What follows belongs to an exercise in optimizing a design on an open flow for small area, a short achievable clock period and few clock cycles per item; a production flow would make more cautious choices. The RTL was checked by simulation tests, not by an equivalence proof against the original design. No activity file was given, so power comes from the tool's default toggle rates.

rev 12:
==> flow/design.v (excerpt) <==
module two_mode_motion_tween_unit #(
  parameter int unsigned FRACTION_BITS    = 16,
  parameter int unsigned SINE_TABLE_DEPTH = 1024
) (
  input  wire logic        clk,
  input  wire logic        rst,
  input  wire logic        s_tvalid,
  output logic             s_tready,
  input  wire logic [7:0]  s_tdata,     
  output logic             m_tvalid,
  input  wire logic        m_tready,
  output logic [31:0]      m_tdata,     
  output logic             m_tlast,     
  input  wire logic        cfg_valid,
  output logic             cfg_ready,
  input  wire logic [2:0]  cfg_index,
  input  wire logic [15:0] cfg_data
);
For scale: roughly 440 flip-flops, roughly 0.049 mm² of cells after synthesis.
Settings: LEC_CHECK=0, CAP_MARGIN=20, CORE_MARGIN=2, CORE_UTILIZATION=40, SETUP_SLACK_MARGIN=5, SLEW_MARGIN=20, SYNTH_MEMORY_MAX_BITS=32768; clock period 11.0 ns.
run.sh (not shown) runs the stock make flow with config.mk's settings and CLKGATE_MAP_FILE= SYNTH_SCRIPT=/design/flow/synth_recipe.tcl, a recipe that flattens the netlist after the stock synthesis.
Testbench counts of rev 12, summed over its fixed seeds: cycles 9,328, items 7,756.
For rev 13, these inputs were changed with respect to rev 12:
--- a/flow/design.v
+++ b/flow/design.v
@@ -2243,22 +2243,19 @@
       cvx_bh  <= cvx_b[31:16];
       cvx_rgg <= cvx_gg;
       cvx_rgp <= cvx_gp;
       cvx_rnz <= cvx_nz;
     end
   end
   logic        cvx_c16;
-  logic [15:0] cvx_h0, cvx_h1, cvx_h2;
+  logic [15:0] cvx_s;
   assign cvx_c16 = cvx_rgg[3] | (cvx_rgp[3] & cvx_rgg[2]) | (cvx_rgp[3] & cvx_rgp[2] & cvx_rgg[1])
                  | (cvx_rgp[3] & cvx_rgp[2] & cvx_rgp[1] & cvx_rgg[0]);
-  assign cvx_h0 = cvx_ah + cvx_bh;
-  assign cvx_h1 = cvx_ah + cvx_bh + 16'd1;
-  assign cvx_h2 = cvx_ah + cvx_bh + 16'd2;
-  assign rx = cvx_c16 ? ((cvx_h1[15] && cvx_rnz) ? cvx_h2 : cvx_h1)
-                       : ((cvx_h0[15] && cvx_rnz) ? cvx_h1 : cvx_h0);
+  assign cvx_s = cvx_ah + cvx_bh + {15'd0, cvx_c16};
+  assign rx = cvx_s + {15'd0, cvx_s[15] & cvx_rnz};
   logic rsy0_1, rsy0_2, rsy0_3;
   logic [18:0] rsy0_w;
   assign rsy0_1 = f2[0] & ~f2[1];
   assign rsy0_2 = ~f2[0] & f2[1];
   assign rsy0_3 = f2[0] & f2[1];
   assign rsy0_w[0] = (rsy0_1 & dy[0]) | (rsy0_2 & 1'b0) | (rsy0_3 & ty[0]);
   assign rsy0_w[1] = (rsy0_1 & dy[1]) | (rsy0_2 & dy[0]) | (rsy0_3 & ty[1]);
@@ -2724,22 +2721,19 @@
       cvy_bh  <= cvy_b[31:16];
       cvy_rgg <= cvy_gg;
       cvy_rgp <= cvy_gp;
       cvy_rnz <= cvy_nz;
     end
   end
   logic        cvy_c16;
-  logic [15:0] cvy_h0, cvy_h1, cvy_h2;
+  logic [15:0] cvy_s;
   assign cvy_c16 = cvy_rgg[3] | (cvy_rgp[3] & cvy_rgg[2]) | (cvy_rgp[3] & cvy_rgp[2] & cvy_rgg[1])
                  | (cvy_rgp[3] & cvy_rgp[2] & cvy_rgp[1] & cvy_rgg[0]);
-  assign cvy_h0 = cvy_ah + cvy_bh;
-  assign cvy_h1 = cvy_ah + cvy_bh + 16'd1;
-  assign cvy_h2 = cvy_ah + cvy_bh + 16'd2;
-  assign ry = cvy_c16 ? ((cvy_h1[15] && cvy_rnz) ? cvy_h2 : cvy_h1)
-                       : ((cvy_h0[15] && cvy_rnz) ? cvy_h1 : cvy_h0);
+  assign cvy_s = cvy_ah + cvy_bh + {15'd0, cvy_c16};
+  assign ry = cvy_s + {15'd0, cvy_s[15] & cvy_rnz};
   logic v3, fe3, dn3;
   always_ff @(posedge clk) begin
     if (rst) begin
       v2       <= 1'b0;
       v3       <= 1'b0;
       m_tvalid <= 1'b0;
     end else if (!stall) begin
Results
Compared rev 12 against rev 13; insertion delay to the later sink of the worst-skew pair within noise. Number of setup buffers added after CTS ended up 19 lower on rev 13 than on rev 12. Rev 13 vs rev 12 — share of power burned in combinational logic dropped 5.9 points. Going from rev 12 to rev 13, number of unique standard cell types used by synthesis has decreased; shortest clock period the worst path allows after layout decreased 0.021 ns; count of inverters other than clock inverters in the layout has increased. Rev 13 ended with more simple-gate share of the synthesized area than rev 12.
Testbench counts of rev 13, summed over its fixed seeds: cycles 9,328, items 7,756.

---

Setup of branch lagoon:
Another version of the RTL of two_mode_motion_tween_unit (not shown whole).
Size in the first run: ~6000 cells after synthesis, ~68 I/O pins.
clock: 11.0 ns
lec_check: 0
cap_margin: 20
core_margin: 2
core_utilization: 40
setup_slack_margin: 5
slew_margin: 20
synth_memory_max_bits: 32768
branch lagoon: PASS, flow complete, no timing, DRC or antenna violations
Testbench counts of branch lagoon, summed over its fixed seeds: cycles 9,752, items 7,756.
> inputs changed (branch lagoon -> branch raven)
--- a/flow/design.v
+++ b/flow/design.v
@@ -1554,23 +1554,18 @@
         + {15'd0, sin_res(i), 3'd0};
     sine_val = acc[18:3];
   endfunction
   logic [15:0] start_x, start_y, end_x, end_y;
   logic [15:0] n_eff;    
   logic        easing_mode;
   logic        n_wr;
   assign cfg_ready = 1'b1;
   assign n_wr      = cfg_valid && (cfg_index == tween_pkg::REG_STEP_COUNT);
-  logic n_wr_d;
-  always_ff @(posedge clk) begin
-    if (rst) n_wr_d <= 1'b0;
-    else     n_wr_d <= n_wr;
-  end
   always_ff @(posedge clk) begin
     if (rst) begin
       start_x     <= '0;
       start_y     <= '0;
       end_x       <= '0;
       end_y       <= '0;
       n_eff       <= 16'd1;
       easing_mode <= 1'b0;
     end else if (cfg_valid) begin
@@ -1594,39 +1589,39 @@
     ty <= 19'($signed({end_y[15], end_y}) - $signed({start_y[15], start_y})) * 19'sd3;
   end
   logic stall;        
   logic sk_v;
   assign stall = sk_v;
   logic h_v, h_rs, t_v, t_rs;
   logic push, pop;
   logic in_v, in_rs;
   assign push  = s_tvalid && s_tready;
-  assign in_v  = h_v;
-  assign in_rs = h_rs;
+  assign in_v  = h_v || push;
+  assign in_rs = h_v ? h_rs : s_tdata[0];
   always_ff @(posedge clk) begin
     if (rst) begin
       h_v      <= 1'b0;
       t_v      <= 1'b0;
       s_tready <= 1'b1;
     end else if (h_v) begin
       if (pop) begin
         h_v      <= t_v || push;
         h_rs     <= t_v ? t_rs : s_tdata[0];
         t_v      <= t_v && push;
         t_rs     <= s_tdata[0];
         s_tready <= !(t_v && push);
       end else begin
         t_v      <= t_v || push;
         if (!t_v) t_rs <= s_tdata[0];
         s_tready <= !(t_v || push);
       end
     end else begin
-      h_v      <= push;
+      h_v      <= push && !pop;
       h_rs     <= s_tdata[0];
       s_tready <= 1'b1;
     end
   end
   logic [16:0] k, q, Q0;
   logic [15:0] r, R0;
   logic [16:0] Rm;       
   logic        qs, q0v, rmp;
   logic [10:0] ix;       
@@ -1695,30 +1690,30 @@
       R0      <= '0;
       Rm      <= 17'h1ffff;
       qs      <= 1'b1;
       q0v     <= 1'b1;
       rmp     <= 1'b0;
       ix      <= '0;
       ixv     <= 1'b1;
       dv_busy <= 1'b0;
       dv_kj   <= 1'b0;
-    end else if (n_wr_d) begin
+    end else if (n_wr) begin
       qs      <= 1'b0;
       dv_kj   <= 1'b0;
       dv_cnt  <= 5'(DC);
       r       <= 16'd1;
       q       <= '0;
       rmp     <= 1'b0;
       ixv     <= 1'b0;
-      if (n_eff[15:6] == '0) begin
-        Q0      <= rcp_q(n_eff[5:0]);
-        R0      <= {10'd0, rcp_r(n_eff[5:0])};
-        Rm      <= {10'h3ff, rcp_m(n_eff[5:0])};
+      if (cfg_data[15:6] == '0) begin
+        Q0      <= rcp_q(cfg_data[5:0]);
+        R0      <= {10'd0, rcp_r(cfg_data[5:0])};
+        Rm      <= {10'h3ff, rcp_m(cfg_data[5:0])};
         q0v     <= 1'b1;
         dv_busy <= 1'b0;
       end else begin
         q0v     <= 1'b0;
         dv_busy <= 1'b1;
       end
     end else begin
       if (tick_step) k <= in_rs ? 17'd1 : k + 17'd1;
       if (!ixv) begin
[summary]
The number of vias after detailed routing of branch raven was superior to that of branch lagoon.
Of branch lagoon and branch raven, the run reporting the lower number of non-filler instances in the completed layout was branch raven.
branch raven vs branch lagoon — fraction of power consumed by combinational cells rose 5.5 points.
In terms of utilization, branch lagoon and branch raven differ only marginally.
Number of nets in the finished design, branch lagoon and branch raven, lower one = branch raven.
Testbench counts of branch raven, summed over its fixed seeds: cycles 9,528, items 7,756.

==> afterwards: timing with drivers on the ports <==
No port has a modelled driver above. Below, the same layouts with a new extraction and two added sets of constraints. Step 1 (the two cells are an assumption about what drives the block):
set clk [get_ports {clk}]
set_driving_cell -lib_cell sky130_fd_sc_hd__clkbuf_16 $clk
set_driving_cell -lib_cell sky130_fd_sc_hd__buf_2 [delete_from_list [all_inputs] $clk]
Step 2 also shifts input and output timing later by t, the mid clock arrival at the registers, as if the neighbouring blocks saw the same clock. Slacks: ideal ports / drivers / drivers and shift; pairs: ideal ports / drivers.
| run | t (ns) | slack for setup (ns) | slew at the worst register clock pin (ns) | worst data-port slew with drivers (ns) |
|---|---|---|---|---|
| rev 12 | 0.736 | 5.018 / 5.047 / 4.317 | 0.07 / 0.07 | 0.13 |
| rev 13 | 0.732 | 5.039 / 5.078 / 4.350 | 0.08 / 0.08 | 0.05 |
| branch lagoon | 0.735 | 4.946 / 4.946 / 4.411 | 0.08 / 0.08 | 0.04 |
| branch raven | 0.733 | 5.059 / 5.027 / 4.294 | 0.07 / 0.07 | 0.17 |
After both steps every run listed still meets setup and hold. For branch raven, which loses most, drivers alone change the setup slack by -0.032 ns; drivers and shift together by -0.765 ns.
